What follows belongs to an exercise in optimizing a design on an open flow for small area and a short achievable clock period; a production flow would make more cautious choices. Function was checked by simulation only, so behaviour that the tests miss may differ from the original. Power is estimated from default activity; no workload was simulated.

Design soc_top, start of the top module:
module soc_top #(
    parameter int ITCM_DEPTH    = 64,
    parameter int DTCM_DEPTH    = 64,
    parameter int APB_MEM_DEPTH = 64,
    parameter int DIV_WID       = 4
) (
    input  logic                            hclk,
    input  logic                            hresetn,
    input  logic [DIV_WID-1:0]              div_factor_i,
    input  logic [ahb_pkg::HADDR_WIDTH-1:0] haddr_i,
    input  ahb_pkg::htrans_t                htrans_i,
    input  logic                            hwrite_i,
    input  ahb_pkg::hsize_t                 hsize_i,
    input  logic [ahb_pkg::HDATA_WIDTH-1:0] hwdata_i,
    output logic [ahb_pkg::HDATA_WIDTH-1:0] hrdata_o,
    output logic                            hready_o,
    output ahb_pkg::hresp_t                 hresp_o
);
==> flow/config.mk <==
export PLATFORM = sky130hd
export DESIGN_NAME = soc_top
export DESIGN_NICKNAME = soc_top
export VERILOG_FILES = /design/flow/design.v
export SDC_FILE = /design/flow/constraint.sdc
export NUM_CORES = 8
export LEC_CHECK = 0
export CAP_MARGIN = 20
export CORE_MARGIN = 2
export CORE_UTILIZATION = 72
export CTS_CLUSTER_DIAMETER = 100
export CTS_CLUSTER_SIZE = 27
export PLACE_DENSITY = 0.78
export SETUP_SLACK_MARGIN = 4.3
export SLEW_MARGIN = 20
export SYNTH_HIERARCHICAL = 1
==> flow/constraint.sdc <==
create_clock -name core_clock -period 7.5 [get_ports {hclk}]
set_input_delay 1.5000 -clock core_clock [delete_from_list [all_inputs] [get_ports {hclk}]]
set_output_delay 1.5000 -clock core_clock [all_outputs]
set_load 0.01 [all_outputs]
run.sh (not shown) runs the stock make flow with config.mk's settings and CLKGATE_MAP_FILE= SYNTH_SCRIPT=/design/flow/synth_recipe.tcl, a recipe that flattens the netlist after the stock synthesis.
The first run passed the timing, design-rule and antenna checks.
Rerun with:
==> flow/flow/run.sh (new file) <==
#!/bin/bash
set -euo pipefail
WORK="$(pwd)"
bash standard.sh PRE_DETAIL_PLACE_TCL="$WORK/flow/movef.tcl" finish > "$WORK/flow_make.log" 2>&1
grep -h "^move " "$WORK"/orfs/logs/*/soc_top/base/3_5_place_dp.log > "$WORK/flow_moves.log" || true
==> flow/flow/movef.tcl (new file) <==
# Move the flip-flop (and any inverter/buffer between) that drives each named
# output port next to that port's output buffer, before legalization.
set blk [ord::get_db_block]
proc drv_of {net} {
  foreach it [$net getITerms] { if {[$it isOutputSignal]} { return [$it getInst] } }
  return "NULL"
}
foreach pname {hready_o hresp_o} {
  set bt [$blk findBTerm $pname]
  if {$bt == "NULL"} continue
  set obuf [drv_of [$bt getNet]]
  if {$obuf == "NULL"} continue
  set loc [$obuf getLocation]
  set x [lindex $loc 0]; set y [lindex $loc 1]
  set cur $obuf
  for {set d 0} {$d < 4} {incr d} {
    set in "NULL"
    foreach it [$cur getITerms] { if {[$it isInputSignal] && [[$it getMTerm] getSigType] == "SIGNAL"} { set in [$it getNet]; break } }
    if {$in == "NULL"} break
    set drv [drv_of $in]
    if {$drv == "NULL"} break
    set dx [expr {$x + ($d + 1) * 6000}]
    puts "move [$drv getName] ([[$drv getMaster] getName]) to $dx $y"
    $drv setLocation $dx $y
    if {[string match "*DFF*" [$drv getName]]} break
    set cur $drv
  }
}
==> flow/standard.sh (new file) <==
#!/bin/bash
# synth_recipe.tcl (not shown) runs the flow's synth.tcl, then flattens the netlist and writes it again
# the make line also repeats each setting of config.mk as NAME=value (left out here)
make -C /OpenROAD-flow-scripts/flow DESIGN_CONFIG=/design/flow/config.mk WORK_HOME=/design/flow/orfs CLKGATE_MAP_FILE= SYNTH_SCRIPT=/design/flow/synth_recipe.tcl "${@:-finish}"
--- a/flow/config.mk
+++ b/flow/config.mk
@@ -12,5 +12,5 @@
 export CTS_CLUSTER_SIZE = 27
 export PLACE_DENSITY = 0.78
-export SETUP_SLACK_MARGIN = 4.3
+export SETUP_SLACK_MARGIN = 4.45
 export SLEW_MARGIN = 20
 export SYNTH_HIERARCHICAL = 1
removed: flow/run.sh
=> Area after synthesis does not change; routed wire length rises by 1.1%; final area came out higher by 0.52%; sequential cell count stays the same; count of clock-buffer cells in the layout fell by 3; first-iteration DRC count decreases by 0.49%; power stays flat; setup slack gets better by 0.18 ns; worst hold slack is worse by 0.0081 ns.
Rerun with:
--- a/flow/config.mk
+++ b/flow/config.mk
@@ -8,9 +8,9 @@
 export CAP_MARGIN = 20
 export CORE_MARGIN = 2
-export CORE_UTILIZATION = 72
+export CORE_UTILIZATION = 65
 export CTS_CLUSTER_DIAMETER = 100
 export CTS_CLUSTER_SIZE = 27
-export PLACE_DENSITY = 0.78
-export SETUP_SLACK_MARGIN = 4.45
+export PLACE_DENSITY = 0.72
+export SETUP_SLACK_MARGIN = 4.6
 export SLEW_MARGIN = 20
 export SYNTH_HIERARCHICAL = 1
The new run finished clean; setup slack gets better by 0.021 ns; non-clock buffer count rises by 117; final cell count grows by 3.3%; wire length increases by 3.1%; sequential power stays flat; power climbs by 1.0%.
Rerun with:
==> flow/run.sh (new file) <==
#!/bin/bash
# synth_recipe.tcl (not shown) runs the flow's synth.tcl, then flattens the netlist and writes it again
# the make line also repeats each setting of config.mk as NAME=value (left out here)
make -C /OpenROAD-flow-scripts/flow DESIGN_CONFIG=/design/flow/config.mk WORK_HOME=/design/flow/orfs CLKGATE_MAP_FILE= SYNTH_SCRIPT=/design/flow/synth_recipe.tcl finish
--- a/flow/config.mk
+++ b/flow/config.mk
@@ -10,7 +10,7 @@
 export CORE_UTILIZATION = 65
 export CTS_CLUSTER_DIAMETER = 100
-export CTS_CLUSTER_SIZE = 27
+export CTS_CLUSTER_SIZE = 24
 export PLACE_DENSITY = 0.72
-export SETUP_SLACK_MARGIN = 4.6
+export SETUP_SLACK_MARGIN = 4.3
 export SLEW_MARGIN = 20
 export SYNTH_HIERARCHICAL = 1
removed: flow/flow/run.sh
removed: flow/flow/movef.tcl
removed: flow/standard.sh
Die area is unchanged.
Total power came out higher by 0.39%.
Cell count went down by about 1%.
First-iteration DRC count went down by 2.4%.
Non-clock buffer count came out lower by 151.
Setup slack is worse by 0.11 ns.
Rerun with:
==> flow/flow/run.sh (new file) <==
#!/bin/bash
set -euo pipefail
WORK="$(pwd)"
bash standard.sh PRE_DETAIL_PLACE_TCL="$WORK/flow/movef.tcl" finish > "$WORK/flow_make.log" 2>&1
grep -h "^move " "$WORK"/orfs/logs/*/soc_top/base/3_5_place_dp.log > "$WORK/flow_moves.log" || true
==> flow/flow/movef.tcl (new file) <==
# Move the flip-flop (and any inverter/buffer between) that drives each named
# output port next to that port's output buffer, before legalization.
set blk [ord::get_db_block]
proc drv_of {net} {
  foreach it [$net getITerms] { if {[$it isOutputSignal]} { return [$it getInst] } }
  return "NULL"
}
foreach pname {hready_o hresp_o} {
  set bt [$blk findBTerm $pname]
  if {$bt == "NULL"} continue
  set obuf [drv_of [$bt getNet]]
  if {$obuf == "NULL"} continue
  set loc [$obuf getLocation]
  set x [lindex $loc 0]; set y [lindex $loc 1]
  set cur $obuf
  for {set d 0} {$d < 4} {incr d} {
    set in "NULL"
    foreach it [$cur getITerms] { if {[$it isInputSignal] && [[$it getMTerm] getSigType] == "SIGNAL"} { set in [$it getNet]; break } }
    if {$in == "NULL"} break
    set drv [drv_of $in]
    if {$drv == "NULL"} break
    set dx [expr {$x + ($d + 1) * 6000}]
    puts "move [$drv getName] ([[$drv getMaster] getName]) to $dx $y"
    $drv setLocation $dx $y
    if {[string match "*DFF*" [$drv getName]]} break
    set cur $drv
  }
}
==> flow/standard.sh (new file) <==
#!/bin/bash
# synth_recipe.tcl (not shown) runs the flow's synth.tcl, then flattens the netlist and writes it again
# the make line also repeats each setting of config.mk as NAME=value (left out here)
make -C /OpenROAD-flow-scripts/flow DESIGN_CONFIG=/design/flow/config.mk WORK_HOME=/design/flow/orfs CLKGATE_MAP_FILE= SYNTH_SCRIPT=/design/flow/synth_recipe.tcl "${@:-finish}"
--- a/flow/config.mk
+++ b/flow/config.mk
@@ -10,7 +10,7 @@
 export CORE_UTILIZATION = 65
 export CTS_CLUSTER_DIAMETER = 100
-export CTS_CLUSTER_SIZE = 24
+export CTS_CLUSTER_SIZE = 27
 export PLACE_DENSITY = 0.72
-export SETUP_SLACK_MARGIN = 4.3
+export SETUP_SLACK_MARGIN = 4.45
 export SLEW_MARGIN = 20
 export SYNTH_HIERARCHICAL = 1
removed: flow/run.sh
The changed run finished clean.
Cell area is about the same.
Total power goes down by about 1.1%.
Synthesized area stays the same.
Sequential power is about the same.
Global-route usage climbs by 0.36 points.
Routed wire length came out higher by 1.4%.
Cell count is higher by 0.53%.
Sequential share of layout area fell by 0.22 points.

re-timing with driven ports:
In the flow no input, the clock included, has a driving cell. The finished layouts below were timed again as built, in two steps.
Step 1 (the two cells are an assumption about what drives the block):
set clk [get_ports {hclk}]
set_driving_cell -lib_cell sky130_fd_sc_hd__clkbuf_16 $clk
set_driving_cell -lib_cell sky130_fd_sc_hd__buf_2 [delete_from_list [all_inputs] $clk]
Step 2 times the ports against the registers' clock, not the clock port: input delays grow and output delays shrink by t, the midpoint of the rising clock arrivals with the driver on.
Slacks: ideal / step 1 / step 2; pairs: ideal / step 1.
| run | t, ns | setup WS [ns] | pins driven straight from the clock port |
|---|---|---|---|
| the first run | 1.044 | 4.106 / 4.106 / 3.170 | 1 |
| the second run | 1.054 | 4.286 / 4.186 / 3.185 | 1 |
| the third run | 1.060 | 4.306 / 4.143 / 3.083 | 1 |
| the fourth run | 1.070 | 4.195 / 4.048 / 2.978 | 1 |
| the fifth run | 1.065 | 4.355 / 4.175 / 3.110 | 1 |
After both steps every run listed still meets setup and hold. The setup slack of the fifth run, which loses most, moves by -0.180 ns with the drivers and by -1.245 ns with both steps.
